This is an optimization exercise on Yosys and OpenROAD, whose aim is small area, a short achievable clock period and few clock cycles, not a production implementation. RTL that was checked went through simulation tests only; none was proved equivalent to the original.

Setup of rev 12:
==> flow/design.v <==
package sad_pkg;
  localparam int PixelWidth = 8;
  localparam int SadWidth   = 17;   
  localparam int SumWidth   = 12;   
  localparam int SAddrWidth = 10;   
  localparam int RAddrWidth = 8;
  typedef logic [PixelWidth-1:0] pixel_t;
  typedef logic [SadWidth-1:0] sad_t;
  typedef logic [SumWidth-1:0] sum_t;
  typedef logic [SAddrWidth-1:0] saddr_t;
  typedef logic [RAddrWidth-1:0] raddr_t;
endpackage
`timescale 1ns/1ns
module sad_scan_decode #(
  parameter int SImgSize = 19,
  parameter int RImgSize = 4,
  parameter int Tail     = 4
) (
  input  logic   clk_i,
  input  logic   rst_ni,
  input  logic   start_i,
  input  logic   finish_i,
  output logic   busy_o,
  output sad_pkg::saddr_t smem_raddr_o,
  output sad_pkg::raddr_t ref_raddr_o,
  output logic   ref_load_o,    
  output logic   accept_o,      
  output logic   cand_vld_o,    
  output logic   cand_last_o    
);
  localparam int PixNum = SImgSize * SImgSize;
  localparam int RefNum = RImgSize * RImgSize;
  localparam int AddrW  = $clog2(PixNum);
  localparam int RefW   = $clog2(RefNum);
  localparam int PosW   = $clog2(SImgSize);
  logic             active;   
  logic             past;     
  logic [AddrW-1:0] addr;
  logic [RefW-1:0]  raddr;
  logic [PosW-1:0]  col;      
  logic [PosW-1:0]  row;
  logic             col_ge;   
  logic             row_ge;   
  logic             col_last;
  logic             row_last;
  logic             accept;
  logic             issue;    
  logic             addr_end;
  assign accept   = start_i && !busy_o;
  assign issue    = accept || active;
  assign col_last = col == PosW'(SImgSize - 1);
  assign row_last = row == PosW'(SImgSize - 1);
  assign addr_end = addr == AddrW'(PixNum - 1 + Tail);
  assign accept_o = accept && rst_ni;
  assign smem_raddr_o = sad_pkg::SAddrWidth'(addr);
  assign ref_raddr_o  = sad_pkg::RAddrWidth'(raddr);
  always_ff @(posedge clk_i) begin
    if (!rst_ni) begin
      busy_o      <= 1'b0;
      active      <= 1'b0;
      past        <= 1'b0;
      addr        <= '0;
      raddr       <= '0;
      col         <= '0;
      row         <= '0;
      col_ge      <= 1'b0;
      row_ge      <= 1'b0;
      ref_load_o  <= 1'b0;
      cand_vld_o  <= 1'b0;
      cand_last_o <= 1'b0;
    end else begin
      if (accept) begin
        busy_o <= 1'b1;
      end else if (finish_i) begin
        busy_o <= 1'b0;
      end
      ref_load_o  <= accept || (raddr != '0);
      cand_vld_o  <= issue && col_ge && row_ge && !past;
      cand_last_o <= issue && col_last && row_last;
      if (accept || (raddr != '0)) begin
        raddr <= raddr + 1'b1;
      end
      if (issue) begin
        if (addr_end) begin
          active <= 1'b0;
          past   <= 1'b0;
          addr   <= '0;
          col    <= '0;
          row    <= '0;
          col_ge <= 1'b0;
          row_ge <= 1'b0;
        end else begin
          active <= 1'b1;
          addr   <= addr + 1'b1;
          if (col_last && row_last) past <= 1'b1;
          if (col_last) begin
            col    <= '0;
            col_ge <= 1'b0;
            row    <= row + 1'b1;
            if (row == PosW'(RImgSize - 2)) row_ge <= 1'b1;
          end else begin
            col <= col + 1'b1;
            if (col == PosW'(RImgSize - 2)) col_ge <= 1'b1;
          end
        end
      end
    end
  end
endmodule
`timescale 1ns/1ns
module sad_pe_array #(
  parameter int SImgSize = 19,
  parameter int RImgSize = 4
) (
  input  logic   clk_i,
  input  logic   accept_i,
  input  logic   ref_load_i,
  input  sad_pkg::pixel_t search_pix_i,
  input  sad_pkg::pixel_t ref_pix_i,
  output sad_pkg::sum_t   sum_o
);
  localparam int RefNum  = RImgSize * RImgSize;
  localparam int LineLen = (RImgSize - 1) * SImgSize;
  localparam int SumW    = sad_pkg::SumWidth;
  localparam int ColW    = 10;   
  localparam sad_pkg::sum_t Offset = SumW'(-RefNum * 510);
  typedef logic [ColW-1:0] col_t;
  sad_pkg::pixel_t nref_q  [RefNum];      
  sad_pkg::sum_t   ref_sum_q;             
  logic            ref_add_q;             
  sad_pkg::pixel_t npix_q;                
  sad_pkg::pixel_t nline_q [LineLen];     
  sad_pkg::pixel_t ncol    [RImgSize];    
  sad_pkg::pixel_t npre    [RImgSize];    
  logic            gt_q    [RImgSize][RImgSize];   
  col_t            min_s   [RImgSize];
  col_t            min_c   [RImgSize];
  col_t            min_s_q [RImgSize];
  col_t            min_c_q [RImgSize];
  col_t            pix_sum;
  col_t            pix_sum_q;
  sad_pkg::sum_t   h_q     [RImgSize-1];
  function automatic sad_pkg::pixel_t nref_px(input int x, input int y);
    nref_px = ~nref_q[RefNum-1 - (RImgSize*y + x)];
  endfunction
  function automatic logic greater(input sad_pkg::pixel_t a, input sad_pkg::pixel_t nb);
    logic c;
    c = 1'b0;
    for (int i = 0; i < sad_pkg::PixelWidth; i++) c = (a[i] & nb[i]) | ((a[i] | nb[i]) & c);
    greater = c;
  endfunction
  function automatic logic [2*ColW-1:0] csa(input col_t a, input col_t b, input col_t c);
    csa = {((a & b) | (a & c) | (b & c)) << 1, a ^ b ^ c};
  endfunction
  always_ff @(posedge clk_i) begin
    if (ref_load_i) begin
      nref_q[0] <= ref_pix_i;   
      for (int k = 1; k < RefNum; k++) nref_q[k] <= nref_q[k-1];
    end
  end
  always_ff @(posedge clk_i) begin
    ref_add_q <= ref_load_i;
    if (accept_i) begin
      ref_sum_q <= Offset;
    end else if (ref_add_q) begin
      ref_sum_q <= ref_sum_q + SumW'(nref_q[0]);
    end
  end
  always_ff @(posedge clk_i) begin
    npix_q     <= ~search_pix_i;
    nline_q[0] <= npix_q;
    for (int k = 1; k < LineLen; k++) nline_q[k] <= nline_q[k-1];
  end
  always_comb begin
    for (int y = 0; y < RImgSize; y++) begin
      if (y == RImgSize - 1) begin
        ncol[y] = npix_q;
        npre[y] = ~search_pix_i;
      end else begin
        ncol[y] = nline_q[(RImgSize - 1 - y) * SImgSize - 1];
        npre[y] = nline_q[(RImgSize - 1 - y) * SImgSize - 2];
      end
    end
  end
  always_ff @(posedge clk_i) begin
    for (int y = 0; y < RImgSize; y++) begin
      for (int x = 0; x < RImgSize; x++) begin
        gt_q[y][x] <= greater(~npre[y], nref_px(x, y));
      end
    end
  end
  always_comb begin
    col_t m [RImgSize];
    col_t s1, c1;
    for (int x = 0; x < RImgSize; x++) begin
      for (int y = 0; y < RImgSize; y++) begin
        m[y] = ColW'(gt_q[y][x] ? nref_px(x, y) : ncol[y]);
      end
      {c1, s1} = csa(m[0], m[1], m[2]);
      {min_c[x], min_s[x]} = csa(s1, c1, m[3]);
    end
  end
  always_comb begin
    pix_sum = '0;
    for (int y = 0; y < RImgSize; y++) pix_sum = pix_sum + ColW'(~ncol[y]);
  end
  always_ff @(posedge clk_i) begin
    for (int x = 0; x < RImgSize; x++) begin
      min_s_q[x] <= ~min_s[x];   
      min_c_q[x] <= ~min_c[x];
    end
    pix_sum_q <= pix_sum;
  end
  always_ff @(posedge clk_i) begin
    h_q[0] <= ref_sum_q + SumW'(pix_sum_q) + {~min_s_q[0], 1'b0} + {~min_c_q[0], 1'b0};
    for (int x = 1; x < RImgSize - 1; x++) begin
      h_q[x] <= h_q[x-1] + SumW'(pix_sum_q) + {~min_s_q[x], 1'b0} + {~min_c_q[x], 1'b0};
    end
    sum_o <= h_q[RImgSize-2] + SumW'(pix_sum_q) +
             {~min_s_q[RImgSize-1], 1'b0} + {~min_c_q[RImgSize-1], 1'b0};
  end
endmodule
`timescale 1ns/1ns
module sad_min_select #(
  parameter int SImgSize = 19,
  parameter int RImgSize = 4,
  parameter int Latency  = 4    
) (
  input  logic   clk_i,
  input  logic   rst_ni,
  input  logic   accept_i,
  input  logic   cand_vld_i,    
  input  logic   cand_last_i,
  input  sad_pkg::sum_t   sum_i,  
  input  sad_pkg::saddr_t raddr_i,  
  output logic   finish_o,
  output sad_pkg::sad_t   min_sad_o,
  output sad_pkg::saddr_t min_addr_o
);
  localparam int Offset = (RImgSize - 1) * (SImgSize + 1);   
  localparam int CandW  = 9;
  logic [Latency-2:0] vld_q;
  logic [Latency-2:0] last_q;
  sad_pkg::sum_t      best_sad;
  logic [CandW-1:0]   best_addr;
  assign min_sad_o  = sad_pkg::SadWidth'(best_sad);
  assign min_addr_o = sad_pkg::SAddrWidth'(best_addr);
  always_ff @(posedge clk_i) begin
    if (!rst_ni) begin
      vld_q    <= '0;
      last_q   <= '0;
      finish_o <= 1'b0;
    end else begin
      vld_q    <= {vld_q[Latency-3:0], cand_vld_i};
      last_q   <= {last_q[Latency-3:0], cand_last_i};
      finish_o <= last_q[Latency-2];
    end
  end
  always_ff @(posedge clk_i) begin
    if (accept_i) begin
      best_sad  <= '1;   
    end else if (vld_q[Latency-2] && (sum_i < best_sad)) begin
      best_sad  <= sum_i;
      best_addr <= CandW'(raddr_i - sad_pkg::SAddrWidth'(Latency + Offset));
    end
  end
endmodule
`timescale 1ns/1ns
module motion_search_top #(
  parameter int SImgSize = 19,
  parameter int RImgSize = 4,
  parameter int PeNum    = 16
) (
  input  logic   clk_i,
  input  logic   rst_ni,
  input  logic   start_i,
  input  sad_pkg::pixel_t smem_rdata_i,
  input  sad_pkg::pixel_t ref_rdata_i,
  output sad_pkg::saddr_t smem_raddr_o,
  output sad_pkg::raddr_t ref_raddr_o,
  output logic   busy_o,
  output logic   finish_o,
  output sad_pkg::sad_t   min_sad_o,
  output sad_pkg::saddr_t min_addr_o
);
  logic          ref_load;
  logic          accept;
  logic          cand_vld;
  logic          cand_last;
  sad_pkg::sum_t sum;
  sad_scan_decode #(
    .SImgSize(SImgSize),
    .RImgSize(RImgSize),
    .Tail    (4)
  ) i_decode (
    .clk_i       (clk_i),
    .rst_ni      (rst_ni),
    .start_i     (start_i),
    .finish_i    (finish_o),
    .busy_o      (busy_o),
    .smem_raddr_o(smem_raddr_o),
    .ref_raddr_o (ref_raddr_o),
    .ref_load_o  (ref_load),
    .accept_o    (accept),
    .cand_vld_o  (cand_vld),
    .cand_last_o (cand_last)
  );
  sad_pe_array #(
    .SImgSize(SImgSize),
    .RImgSize(RImgSize)
  ) i_execute (
    .clk_i       (clk_i),
    .accept_i    (accept),
    .ref_load_i  (ref_load),
    .search_pix_i(smem_rdata_i),
    .ref_pix_i   (ref_rdata_i),
    .sum_o       (sum)
  );
  sad_min_select #(
    .SImgSize(SImgSize),
    .RImgSize(RImgSize),
    .Latency (4)
  ) i_result (
    .clk_i      (clk_i),
    .rst_ni     (rst_ni),
    .accept_i   (accept),
    .cand_vld_i (cand_vld),
    .cand_last_i(cand_last),
    .sum_i      (sum),
    .raddr_i    (smem_raddr_o),
    .finish_o   (finish_o),
    .min_sad_o  (min_sad_o),
    .min_addr_o (min_addr_o)
  );
endmodule
Settings: LEC_CHECK=0, ABC_AREA=1, CAP_MARGIN=20, CORE_MARGIN=2, CORE_UTILIZATION=70, CTS_CLUSTER_DIAMETER=60, CTS_CLUSTER_SIZE=30, SLEW_MARGIN=20, SETUP_SLACK_MARGIN=7.0; clock period 10.0 ns.
standard.sh (not shown) runs the stock make flow with config.mk's settings and CLKGATE_MAP_FILE= SYNTH_SCRIPT=/design/flow/synth_recipe.tcl, a recipe that flattens the netlist after the stock synthesis.
==> flow/flow/run.sh <==
#!/bin/bash
set -euo pipefail
MARGIN=$(cat flow/margin.txt)
echo "export SETUP_SLACK_MARGIN = $MARGIN" >> config.mk
bash standard.sh > standard.log 2>&1
==> flow/flow/margin.txt <==
7.0
### rev 12 -> rev 13
-- flow/design.v --
<<< rev 12, line 142
  sad_pkg::sum_t   h_q     [RImgSize-1];
  function automatic sad_pkg::pixel_t nref_px(input int x, input int y);
    nref_px = ~nref_q[RefNum-1 - (RImgSize*y + x)];
  endfunction
  function automatic logic greater(input sad_pkg::pixel_t a, input sad_pkg::pixel_t nb);
>>> rev 13, line 142
  sad_pkg::sum_t   h_q     [RImgSize-1];
  function automatic sad_pkg::pixel_t nref_px(input int x, input int y);
    nref_px = nref_q[RefNum-1 - (RImgSize*y + x)];
  endfunction
  function automatic logic greater(input sad_pkg::pixel_t a, input sad_pkg::pixel_t nb);
<<< rev 12, line 155
  always_ff @(posedge clk_i) begin
    if (ref_load_i) begin
      nref_q[0] <= ref_pix_i;   
      for (int k = 1; k < RefNum; k++) nref_q[k] <= nref_q[k-1];
    end
>>> rev 13, line 155
  always_ff @(posedge clk_i) begin
    if (ref_load_i) begin
      nref_q[0] <= ~ref_pix_i;
      for (int k = 1; k < RefNum; k++) nref_q[k] <= nref_q[k-1];
    end
<<< rev 12, line 164
      ref_sum_q <= Offset;
    end else if (ref_add_q) begin
      ref_sum_q <= ref_sum_q + SumW'(nref_q[0]);
    end
  end
>>> rev 13, line 164
      ref_sum_q <= Offset;
    end else if (ref_add_q) begin
      ref_sum_q <= ref_sum_q + SumW'(~nref_q[0]);
    end
  end
<<< rev 12, line 270
  parameter int SImgSize = 19,
  parameter int RImgSize = 4,
  parameter int PeNum    = 16
) (
  input  logic   clk_i,
>>> rev 13, line 270
  parameter int SImgSize = 19,
  parameter int RImgSize = 4,
  parameter int PeNum    = 8    
) (
  input  logic   clk_i,
==> comparison <==
- Diff rev 12 -> rev 13 | final instance area | up slightly
- The higher peak per-stage delay on the critical path came out of rev 12.
- Clock skew: rev 12 vs rev 13, no meaningful difference
- Routed length on met2 ends up higher on rev 12.
- Top achievable clock speed, rev 12 and rev 13, higher one = rev 13.
- When rev 13 is measured against rev 12, its wire length of the first global-routing pass turns out 2500 um higher.
- Area taken by flip-flops and latches delta (rev 12 -> rev 13): insignificant
- Between rev 12 and rev 13, synthesized area is lower for rev 12, rev 13 comes in above that.
- Against rev 12, rev 13 reports a synthesized netlist cell count that is higher.
- Share of the synthesized area in compound gates (AO/OA/AOI/OAI) in rev 13 is 0.42 points higher than in rev 12
- Setup slack after layout improves in rev 13 relative to rev 12.
- Going from rev 12 to rev 13, die outline area grew slightly.
Testbench counts of rev 13, summed over its fixed seeds: cycles 23,416.
The RTL of rev 12 was laid out without a check of its function.

afterwards: timing with drivers on the ports:
How much do the figures lean on ideal ports? The routed layouts below were timed once more, with nothing changed but the port constraints.
Step 1 sets driving cells, clkbuf_16 on the clock port and buf_2 on the other inputs (assumed; they add their load-dependent delay and slew).
Step 2 also shifts input and output timing later by t, the mid clock arrival at the registers, as if the neighbouring blocks saw the same clock.
Slacks: ideal ports / drivers / drivers and shift; pairs: ideal ports / drivers.
run | t, ns | slack for setup (ns) | worst hold slack (ns) | worst data-port slew with drivers (ns)
rev 12 | 0.645 | 6.863 / 6.808 / 6.417 | 0.325 / 0.325 / 0.325 | 0.04
rev 13 | 0.652 | 6.887 / 6.830 / 6.435 | 0.307 / 0.307 / 0.307 | 0.04
After both steps setup and hold are still met in every run listed. For rev 13, which loses most, drivers alone change the setup slack by -0.057 ns; drivers and shift together by -0.452 ns.
